What follows belongs to an exercise in optimizing a design on an open flow for small area; a production flow would make more cautious choices.
Function was checked by simulation only, so behaviour that the tests miss may differ from the original.
No activity file was given, so power comes from the tool's default toggle rates. The flow treats the clock pin as an ideal source, which a real chip does not have.

02-18:
==> module pu_sequencer, before the edit <==
module pu_sequencer #(
   parameter int WIDTH = 32,
   parameter int LEN   = 8,
   parameter int ROWS  = 4
) (
   input  logic                             clk,
   input  logic                             rst,
   input  logic                             wr_en,
   input  logic                             wr_sel,
   input  logic [$clog2(ROWS*LEN)-1:0]      wr_addr,
   input  logic [WIDTH-1:0]                 wr_data,
   input  logic                             start,
   output logic                             busy,
   output logic                             done,
   output logic                             pu_en,
   output logic [WIDTH-1:0]                 pu_x1, pu_x2, pu_x3, pu_x4,
   output logic [WIDTH-1:0]                 pu_w1, pu_w2, pu_w3, pu_w4,
   input  logic [WIDTH-1:0]                 pu_data,
   output logic                             out_valid,
   output logic [((ROWS > 1) ? $clog2(ROWS) : 1)-1:0] out_row,
   output logic [WIDTH-1:0]                 out_data
);
   logic [3:0]       seq;
   logic [WIDTH-1:0] x_buf [8];
   logic [WIDTH-1:0] w_buf [32];
   logic [WIDTH-1:0] acc;
   logic             we;
   logic [7:0]       csel;
   logic             ph;
   logic [WIDTH-1:0] wr_data_ph;
   logic [WIDTH-1:0] w_lane [4];
   assign busy      = (seq < 4'd10);
   assign pu_en     = ~seq[3];
   assign done      = (seq == 4'd10);
   assign out_valid = (seq == 4'd3) || (seq == 4'd5) || (seq == 4'd7) || (seq == 4'd9);
   assign out_row   = 2'(seq[3:1] - 3'd1);
   assign out_data  = acc;
   always_ff @(posedge clk) begin
      if (rst)                                         seq <= 4'd15;
      else if (seq == 4'd10 || seq > 4'd10)            seq <= start ? 4'd0 : 4'd15;
      else                                             seq <= seq + 4'd1;
   end
   assign we = wr_en && !busy && !rst;
   for (genvar k = 0; k < 8; k++) begin : g_x
      logic set;
      assign set = we && !wr_sel && wr_addr == 5'(k);
      pu_sequencer_word #(.W(WIDTH)) u_word (
         .clk(clk), .keep(!set), .set(set), .d(wr_data), .q(x_buf[k]));
   end
   always_ff @(posedge clk) begin
      if (rst) ph <= 1'b0;
      else     ph <= !ph;
   end
   assign wr_data_ph = wr_data ^ {WIDTH{ph}};
   for (genvar k = 0; k < 32; k++) begin : g_w
      logic set;
      assign set = we && wr_sel && wr_addr == 5'(k);
      pu_sequencer_iword #(.W(WIDTH)) u_word (
         .clk(clk), .keep(!set), .set(set), .dn(wr_data_ph), .q(w_buf[k]));
   end
   for (genvar c = 0; c < 8; c++) begin : g_csel
      assign csel[c] = (seq[2:0] == 3'(c));
   end
   pu_sequencer_sel2 #(.W(WIDTH)) u_x1 (.s0(!seq[0]), .s1(seq[0]), .a0(x_buf[0]), .a1(x_buf[4]), .y(pu_x1));
   pu_sequencer_sel2 #(.W(WIDTH)) u_x2 (.s0(!seq[0]), .s1(seq[0]), .a0(x_buf[1]), .a1(x_buf[5]), .y(pu_x2));
   pu_sequencer_sel2 #(.W(WIDTH)) u_x3 (.s0(!seq[0]), .s1(seq[0]), .a0(x_buf[2]), .a1(x_buf[6]), .y(pu_x3));
   pu_sequencer_sel2 #(.W(WIDTH)) u_x4 (.s0(!seq[0]), .s1(seq[0]), .a0(x_buf[3]), .a1(x_buf[7]), .y(pu_x4));
   pu_sequencer_sel8 #(.W(WIDTH)) u_w1 (.s(csel),
      .a0(w_buf[0]), .a1(w_buf[4]), .a2(w_buf[8]),  .a3(w_buf[12]),
      .a4(w_buf[16]), .a5(w_buf[20]), .a6(w_buf[24]), .a7(w_buf[28]), .y(w_lane[0]));
   pu_sequencer_sel8 #(.W(WIDTH)) u_w2 (.s(csel),
      .a0(w_buf[1]), .a1(w_buf[5]), .a2(w_buf[9]),  .a3(w_buf[13]),
      .a4(w_buf[17]), .a5(w_buf[21]), .a6(w_buf[25]), .a7(w_buf[29]), .y(w_lane[1]));
   pu_sequencer_sel8 #(.W(WIDTH)) u_w3 (.s(csel),
      .a0(w_buf[2]), .a1(w_buf[6]), .a2(w_buf[10]), .a3(w_buf[14]),
      .a4(w_buf[18]), .a5(w_buf[22]), .a6(w_buf[26]), .a7(w_buf[30]), .y(w_lane[2]));
   pu_sequencer_sel8 #(.W(WIDTH)) u_w4 (.s(csel),
      .a0(w_buf[3]), .a1(w_buf[7]), .a2(w_buf[11]), .a3(w_buf[15]),
      .a4(w_buf[19]), .a5(w_buf[23]), .a6(w_buf[27]), .a7(w_buf[31]), .y(w_lane[3]));
   assign pu_w1 = w_lane[0] ^ {WIDTH{ph}};
   assign pu_w2 = w_lane[1] ^ {WIDTH{ph}};
   assign pu_w3 = w_lane[2] ^ {WIDTH{ph}};
   assign pu_w4 = w_lane[3] ^ {WIDTH{ph}};
   always_ff @(posedge clk)
      acc <= (seq[0] ? '0 : acc) + pu_data;
endmodule
clock: 5.0 ns
lec_check: 0
cap_margin: 10
core_margin: 2
core_utilization: 70
slew_margin: 10
synth_hierarchical: 1
standard.sh (not shown) runs the stock make flow with config.mk's settings and CLKGATE_MAP_FILE= SYNTH_SCRIPT=/design/flow/synth_recipe.tcl, a recipe that flattens the netlist after the stock synthesis.
==> flow/flow/run.sh <==
#!/bin/bash
# The standard layout, with the port buffers made from the smallest plain
# buffer, and a clock tree with larger sink clusters and no dummy loads.
set -euo pipefail
export BUFFER_PORTS_ARGS="-buffer_cell sky130_fd_sc_hd__buf_1"
export CTS_ARGS="-sink_clustering_enable -repair_clock_nets -dont_use_dummy_load -sink_clustering_size 24 -sink_clustering_max_diameter 80 -buf_list {sky130_fd_sc_hd__clkbuf_8 sky130_fd_sc_hd__clkbuf_16}"
bash standard.sh > standard_flow.log 2>&1
Here is what was changed in the inputs of 03-10 compared with 02-18.
--- a/flow/design.v
+++ b/flow/design.v
@@ -80,10 +80,53 @@
    assign pu_w1 = w_lane[0] ^ {WIDTH{ph}};
    assign pu_w2 = w_lane[1] ^ {WIDTH{ph}};
    assign pu_w3 = w_lane[2] ^ {WIDTH{ph}};
    assign pu_w4 = w_lane[3] ^ {WIDTH{ph}};
+   logic [WIDTH-1:0] acc_sum;
+   pu_sequencer_add u_add (.a(acc & {WIDTH{!seq[0]}}), .b(pu_data), .s(acc_sum));
    always_ff @(posedge clk)
-      acc <= (seq[0] ? '0 : acc) + pu_data;
+      acc <= acc_sum;
+endmodule
+module pu_sequencer_add (
+   input  logic [31:0] a,
+   input  logic [31:0] b,
+   output logic [31:0] s
+);
+   logic [4:0] c;
+   assign c[0] = 1'b0;
+   pu_sequencer_rca8 u_b0 (.a(a[7:0]), .b(b[7:0]), .ci1(1'b0), .s(s[7:0]), .co(c[1]));
+   for (genvar k = 1; k < 4; k++) begin : g_blk
+      logic [7:0] s0, s1;
+      logic       co0, co1;
+      pu_sequencer_rca8 u_c0 (.a(a[8*k +: 8]), .b(b[8*k +: 8]), .ci1(1'b0), .s(s0), .co(co0));
+      pu_sequencer_rca8 u_c1 (.a(a[8*k +: 8]), .b(b[8*k +: 8]), .ci1(1'b1), .s(s1), .co(co1));
+      assign s[8*k +: 8] = c[k] ? s1 : s0;
+      assign c[k+1]      = c[k] ? co1 : co0;
+   end
+endmodule
+module pu_sequencer_rca8 (
+   input  logic [7:0] a,
+   input  logic [7:0] b,
+   input  logic       ci1,
+   output logic [7:0] s,
+   output logic       co
+);
+   logic [8:0] c;
+   assign c[0] = ci1;
+   for (genvar i = 0; i < 8; i++) begin : g_bit
+      pu_sequencer_fa u_fa (.a(a[i]), .b(b[i]), .ci(c[i]), .s(s[i]), .co(c[i+1]));
+   end
+   assign co = c[8];
+endmodule
+module pu_sequencer_fa (
+   input  logic a,
+   input  logic b,
+   input  logic ci,
+   output logic s,
+   output logic co
+);
+   assign s  = a ^ b ^ ci;
+   assign co = (a & b) | (ci & (a ^ b));
 endmodule
 module pu_sequencer_word #(
    parameter int W = 32
 ) (
--- outcome ---
Smallest setup slack after layout: 03-10 > 02-18. Between 03-10 and 02-18, it is 03-10 whose sum of buffers and inverters on the critical path is higher, by 1. In terms of worst slack on hold paths, 03-10 and 02-18 differ only marginally. Compared with 02-18, 03-10 shows part of the power in the clock network lower by 1.1 points. On global-route wire length before repair: between 02-18 and 03-10, it ends up higher for 02-18. On 03-10: cell area after technology mapping is 210 µm² lower than what 02-18 gave. Final cycle utilization of the critical path | 03-10 below 02-18. Sequential share of layout area delta (03-10 -> 02-18): insignificant. Compared 03-10 vs 02-18, and multiplexer share of the synthesized area is up in 03-10. Finished layout cell area: 02-18 vs 03-10 — no meaningful difference. 02-18 → 03-10: die area now smaller, share of layout cells above drive strength 1 up 1.7 points. Comparing 02-18 and 03-10, the higher core occupancy in the finished layout was measured on 03-10.

v18:
pu_sequencer again, from the RTL that the note above started with.
clock: 5.0 ns
lec_check: 0
cap_margin: 10
core_margin: 2
core_utilization: 70
slew_margin: 10
synth_hierarchical: 1
==> flow/flow/run.sh <==
#!/bin/bash
# The standard layout, with the port buffers made from the smallest plain
# buffer, and a clock tree with larger sink clusters and no dummy loads.
set -euo pipefail
export BUFFER_PORTS_ARGS="-buffer_cell sky130_fd_sc_hd__buf_1"
export CTS_ARGS="-sink_clustering_enable -repair_clock_nets -dont_use_dummy_load -sink_clustering_size 28 -sink_clustering_max_diameter 60 -buf_list {sky130_fd_sc_hd__clkbuf_16}"
bash standard.sh > standard_flow.log 2>&1
[inputs] v6 vs v18
--- a/flow/design.v
+++ b/flow/design.v
@@ -26,9 +26,8 @@
    logic [WIDTH-1:0] acc;
    logic             we;
    logic [7:0]       csel;
    logic             ph;
-   logic [WIDTH-1:0] wr_data_ph;
    logic [WIDTH-1:0] w_lane [4];
    assign busy      = (seq < 4'd10);
    assign pu_en     = ~seq[3];
    assign done      = (seq == 4'd10);
@@ -50,14 +49,17 @@
    always_ff @(posedge clk) begin
       if (rst) ph <= 1'b0;
       else     ph <= !ph;
    end
-   assign wr_data_ph = wr_data ^ {WIDTH{ph}};
+   logic [WIDTH-1:0] wr_data_ph2 [2];
+   for (genvar g = 0; g < 2; g++) begin : g_ph
+      pu_sequencer_flip #(.W(WIDTH)) u_flip (.p(ph), .d(wr_data), .y(wr_data_ph2[g]));
+   end
    for (genvar k = 0; k < 32; k++) begin : g_w
       logic set;
       assign set = we && wr_sel && wr_addr == 5'(k);
       pu_sequencer_iword #(.W(WIDTH)) u_word (
-         .clk(clk), .keep(!set), .set(set), .dn(wr_data_ph), .q(w_buf[k]));
+         .clk(clk), .keep(!set), .set(set), .dn(wr_data_ph2[k/16]), .q(w_buf[k]));
    end
    for (genvar c = 0; c < 8; c++) begin : g_csel
       assign csel[c] = (seq[2:0] == 3'(c));
    end
@@ -107,8 +109,17 @@
 );
    always_ff @(posedge clk)
       q <= ~((q | {W{set}}) & (dn | {W{keep}}));
 endmodule
+module pu_sequencer_flip #(
+   parameter int W = 32
+) (
+   input  logic         p,
+   input  logic [W-1:0] d,
+   output logic [W-1:0] y
+);
+   assign y = d ^ {W{p}};
+endmodule
 module pu_sequencer_sel2 #(
    parameter int W = 32
 ) (
    input  logic         s0,
## What came out
End of the critical path = pu_w3[18]: v18; end of the critical path = pu_w4[16]: v6
Compared v6 against v18; proportion of power drawn by combinational gates within noise.
Compared v18 against v6; post-route cell area within noise.
Relative to v18, number of signal-net buffers in the layout has gone up in v6.
Final hold slack essentially unchanged between v18 and v6.
Of the two candidates, v18 has the better area of the die and v6 the worse one.

pu_sequencer, a different RTL version from the one above (not shown whole).
Size in the first run: about 4100 cells after synthesis, ~370 I/O pins, about 0.048 mm² of cells after synthesis.
==> module pu_sequencer, before the edit <==
module pu_sequencer #(
   parameter int WIDTH = 32,
   parameter int LEN   = 8,
   parameter int ROWS  = 4
) (
   input  logic                             clk,
   input  logic                             rst,
   input  logic                             wr_en,
   input  logic                             wr_sel,
   input  logic [$clog2(ROWS*LEN)-1:0]      wr_addr,
   input  logic [WIDTH-1:0]                 wr_data,
   input  logic                             start,
   output logic                             busy,
   output logic                             done,
   output logic                             pu_en,
   output logic [WIDTH-1:0]                 pu_x1, pu_x2, pu_x3, pu_x4,
   output logic [WIDTH-1:0]                 pu_w1, pu_w2, pu_w3, pu_w4,
   input  logic [WIDTH-1:0]                 pu_data,
   output logic                             out_valid,
   output logic [((ROWS > 1) ? $clog2(ROWS) : 1)-1:0] out_row,
   output logic [WIDTH-1:0]                 out_data
);
   logic [3:0]       seq, seq_nx;
   logic [WIDTH-1:0] x_buf [8];
   logic [WIDTH-1:0] w_buf [32];
   logic [WIDTH-1:0] acc;
   logic             we;
   logic [7:0]       csel;
   logic             ph;
   logic [WIDTH-1:0] w_lane [4];
   assign busy      = (seq < 4'd10);
   assign pu_en     = ~seq[3];
   assign done      = (seq == 4'd10);
   assign out_valid = (seq == 4'd3) || (seq == 4'd5) || (seq == 4'd7) || (seq == 4'd9);
   assign out_row   = 2'(seq[3:1] - 3'd1);
   assign out_data  = acc;
   always_comb begin
      if (rst)                                         seq_nx = 4'd15;
      else if (seq == 4'd10 || seq > 4'd10)            seq_nx = start ? 4'd0 : 4'd15;
      else                                             seq_nx = seq + 4'd1;
   end
   always_ff @(posedge clk)
      seq <= seq_nx;
   assign we = wr_en && !busy && !rst;
   for (genvar k = 0; k < 8; k++) begin : g_x
      logic set;
      assign set = we && !wr_sel && wr_addr == 5'(k);
      pu_sequencer_word #(.W(WIDTH)) u_word (
         .clk(clk), .keep(!set), .set(set), .d(wr_data), .q(x_buf[k]));
   end
   always_ff @(posedge clk) begin
      if (rst) ph <= 1'b0;
      else     ph <= !ph;
   end
   logic [WIDTH-1:0] wr_data_ph2 [2];
   for (genvar g = 0; g < 2; g++) begin : g_ph
      pu_sequencer_flip #(.W(WIDTH)) u_flip (.p(ph), .d(wr_data), .y(wr_data_ph2[g]));
   end
   for (genvar k = 0; k < 32; k++) begin : g_w
      logic set;
      assign set = we && wr_sel && wr_addr == 5'(k);
      pu_sequencer_iword #(.W(WIDTH)) u_word (
         .clk(clk), .keep(!set), .set(set), .dn(wr_data_ph2[k/16]), .q(w_buf[k]));
   end
   always_ff @(posedge clk)
      for (int c = 0; c < 8; c++)
         csel[c] <= (seq_nx[2:0] == 3'(c));
   pu_sequencer_sel2 #(.W(WIDTH)) u_x1 (.s0(!seq[0]), .s1(seq[0]), .a0(x_buf[0]), .a1(x_buf[4]), .y(pu_x1));
   pu_sequencer_sel2 #(.W(WIDTH)) u_x2 (.s0(!seq[0]), .s1(seq[0]), .a0(x_buf[1]), .a1(x_buf[5]), .y(pu_x2));
   pu_sequencer_sel2 #(.W(WIDTH)) u_x3 (.s0(!seq[0]), .s1(seq[0]), .a0(x_buf[2]), .a1(x_buf[6]), .y(pu_x3));
   pu_sequencer_sel2 #(.W(WIDTH)) u_x4 (.s0(!seq[0]), .s1(seq[0]), .a0(x_buf[3]), .a1(x_buf[7]), .y(pu_x4));
   pu_sequencer_sel8 #(.W(WIDTH)) u_w1 (.s(csel),
      .a0(w_buf[0]), .a1(w_buf[4]), .a2(w_buf[8]),  .a3(w_buf[12]),
      .a4(w_buf[16]), .a5(w_buf[20]), .a6(w_buf[24]), .a7(w_buf[28]), .y(w_lane[0]));
   pu_sequencer_sel8 #(.W(WIDTH)) u_w2 (.s(csel),
      .a0(w_buf[1]), .a1(w_buf[5]), .a2(w_buf[9]),  .a3(w_buf[13]),
      .a4(w_buf[17]), .a5(w_buf[21]), .a6(w_buf[25]), .a7(w_buf[29]), .y(w_lane[1]));
   pu_sequencer_sel8 #(.W(WIDTH)) u_w3 (.s(csel),
      .a0(w_buf[2]), .a1(w_buf[6]), .a2(w_buf[10]), .a3(w_buf[14]),
      .a4(w_buf[18]), .a5(w_buf[22]), .a6(w_buf[26]), .a7(w_buf[30]), .y(w_lane[2]));
   pu_sequencer_sel8 #(.W(WIDTH)) u_w4 (.s(csel),
      .a0(w_buf[3]), .a1(w_buf[7]), .a2(w_buf[11]), .a3(w_buf[15]),
      .a4(w_buf[19]), .a5(w_buf[23]), .a6(w_buf[27]), .a7(w_buf[31]), .y(w_lane[3]));
   assign pu_w1 = w_lane[0] ^ {WIDTH{ph}};
   assign pu_w2 = w_lane[1] ^ {WIDTH{ph}};
   assign pu_w3 = w_lane[2] ^ {WIDTH{ph}};
   assign pu_w4 = w_lane[3] ^ {WIDTH{ph}};
   logic [WIDTH-1:0] acc_sum;
   pu_sequencer_add u_add (.a(acc & {WIDTH{!seq[0]}}), .b(pu_data), .s(acc_sum));
   always_ff @(posedge clk)
      acc <= acc_sum;
endmodule
==> module pu_sequencer_flip, before the edit <==
module pu_sequencer_flip #(
   parameter int W = 32
) (
   input  logic         p,
   input  logic [W-1:0] d,
   output logic [W-1:0] y
);
   assign y = d ^ {W{p}};
endmodule
==> flow/config.mk <==
export PLATFORM = sky130hd
export DESIGN_NAME = pu_sequencer
export DESIGN_NICKNAME = pu_sequencer
export VERILOG_FILES = /design/flow/design.v
export SDC_FILE = /design/flow/constraint.sdc
export NUM_CORES = 4
export LEC_CHECK = 0
export CAP_MARGIN = 10
export CORE_MARGIN = 2
export CORE_UTILIZATION = 70
export PLACE_DENSITY = 0.9
export SLEW_MARGIN = 10
export SYNTH_HIERARCHICAL = 1
==> flow/constraint.sdc <==
create_clock -name core_clock -period 5.0 [get_ports {clk}]
set_input_delay 1.0000 -clock core_clock [delete_from_list [all_inputs] [get_ports {clk}]]
set_output_delay 1.0000 -clock core_clock [all_outputs]
set_load 0.01 [all_outputs]
==> flow/flow/run.sh <==
#!/bin/bash
# The standard layout, with the port buffers made from the smallest plain
# buffer, and a clock tree with larger sink clusters and no dummy loads.
set -euo pipefail
export BUFFER_PORTS_ARGS="-buffer_cell sky130_fd_sc_hd__buf_1"
export CTS_ARGS="-sink_clustering_enable -repair_clock_nets -dont_use_dummy_load -sink_clustering_size 30 -sink_clustering_max_diameter 70 -buf_list {sky130_fd_sc_hd__clkbuf_16}"
bash standard.sh > standard_flow.log 2>&1
==> next run, changes <==
--- a/flow/design.v
+++ b/flow/design.v
@@ -28,4 +28,5 @@
    logic [7:0]       csel;
    logic             ph;
+   logic [WIDTH-1:0] wr_data_ph;
    logic [WIDTH-1:0] w_lane [4];
    assign busy      = (seq < 4'd10);
@@ -53,13 +54,10 @@
       else     ph <= !ph;
    end
-   logic [WIDTH-1:0] wr_data_ph2 [2];
-   for (genvar g = 0; g < 2; g++) begin : g_ph
-      pu_sequencer_flip #(.W(WIDTH)) u_flip (.p(ph), .d(wr_data), .y(wr_data_ph2[g]));
-   end
+   assign wr_data_ph = wr_data ^ {WIDTH{ph}};
    for (genvar k = 0; k < 32; k++) begin : g_w
       logic set;
       assign set = we && wr_sel && wr_addr == 5'(k);
       pu_sequencer_iword #(.W(WIDTH)) u_word (
-         .clk(clk), .keep(!set), .set(set), .dn(wr_data_ph2[k/16]), .q(w_buf[k]));
+         .clk(clk), .keep(!set), .set(set), .dn(wr_data_ph), .q(w_buf[k]));
    end
    always_ff @(posedge clk)
@@ -176,13 +174,4 @@
       q <= ~((q | {W{set}}) & (dn | {W{keep}}));
 endmodule
-module pu_sequencer_flip #(
-   parameter int W = 32
-) (
-   input  logic         p,
-   input  logic [W-1:0] d,
-   output logic [W-1:0] y
-);
-   assign y = d ^ {W{p}};
-endmodule
 module pu_sequencer_sel2 #(
    parameter int W = 32
Outcome: Register-to-register slack gains 110 ps; final area stays flat; non-clock buffer count went down by 40; power stays flat; wire length went down by 5.3%; global-route usage went down by 2.3 points; core utilization is about the same; flip-flop and latch count does not change; die area went down by 0.84%; critical path depth is unchanged; worst hold slack loses 5.6 ps; synthesized area went down by 0.85%; worst setup slack gains 110 ps; sequential power is about the same.

==> what the ideal ports hide <==
The flow's constraints put no driver on any port. The routed layouts listed below were extracted and timed again, unchanged, in two steps.
Step 1 assumes that a clkbuf_16 drives the clock port and a buf_2 every other input.
Step 2 moves the port delays by t, midway between the first and last clock arrival at a register: inputs arrive t later, outputs are due t later. That takes back most of the time a late clock gives input paths.
Three values: ideal, step 1, step 2; two values: the first two.
run | t, ns | slack for setup (ns) | clock arrival spread, ns | worst slew at a driven data input, ns | pins driven straight from the clock port
02-18 | 0.732 | 0.122 / 0.054 / 0.787 | 0.075 / 0.075 | 0.14 | 1
03-10 | 0.726 | 0.238 / 0.169 / -0.201 | 0.053 / 0.053 | 0.16 | 1
v18 | 0.693 | 0.161 / 0.092 / 0.785 | 0.067 / 0.068 | 0.16 | 1
v6 | 0.694 | 0.146 / 0.077 / 0.771 | 0.072 / 0.072 | 0.15 | 1
the first run of note 3 | 0.740 | 0.181 / 0.181 / -0.405 | 0.049 / 0.049 | 0.14 | 1
the second run of note 3 | 0.709 | 0.292 / 0.292 / -0.282 | 0.083 / 0.083 | 0.15 | 1
Met with ideal ports but missed after step 2: setup timing in 03-10, the first run of note 3 and the second run of note 3. The setup slack of the first run of note 3, which loses most, moves by 0.000 ns with the drivers and by -0.586 ns with both steps.
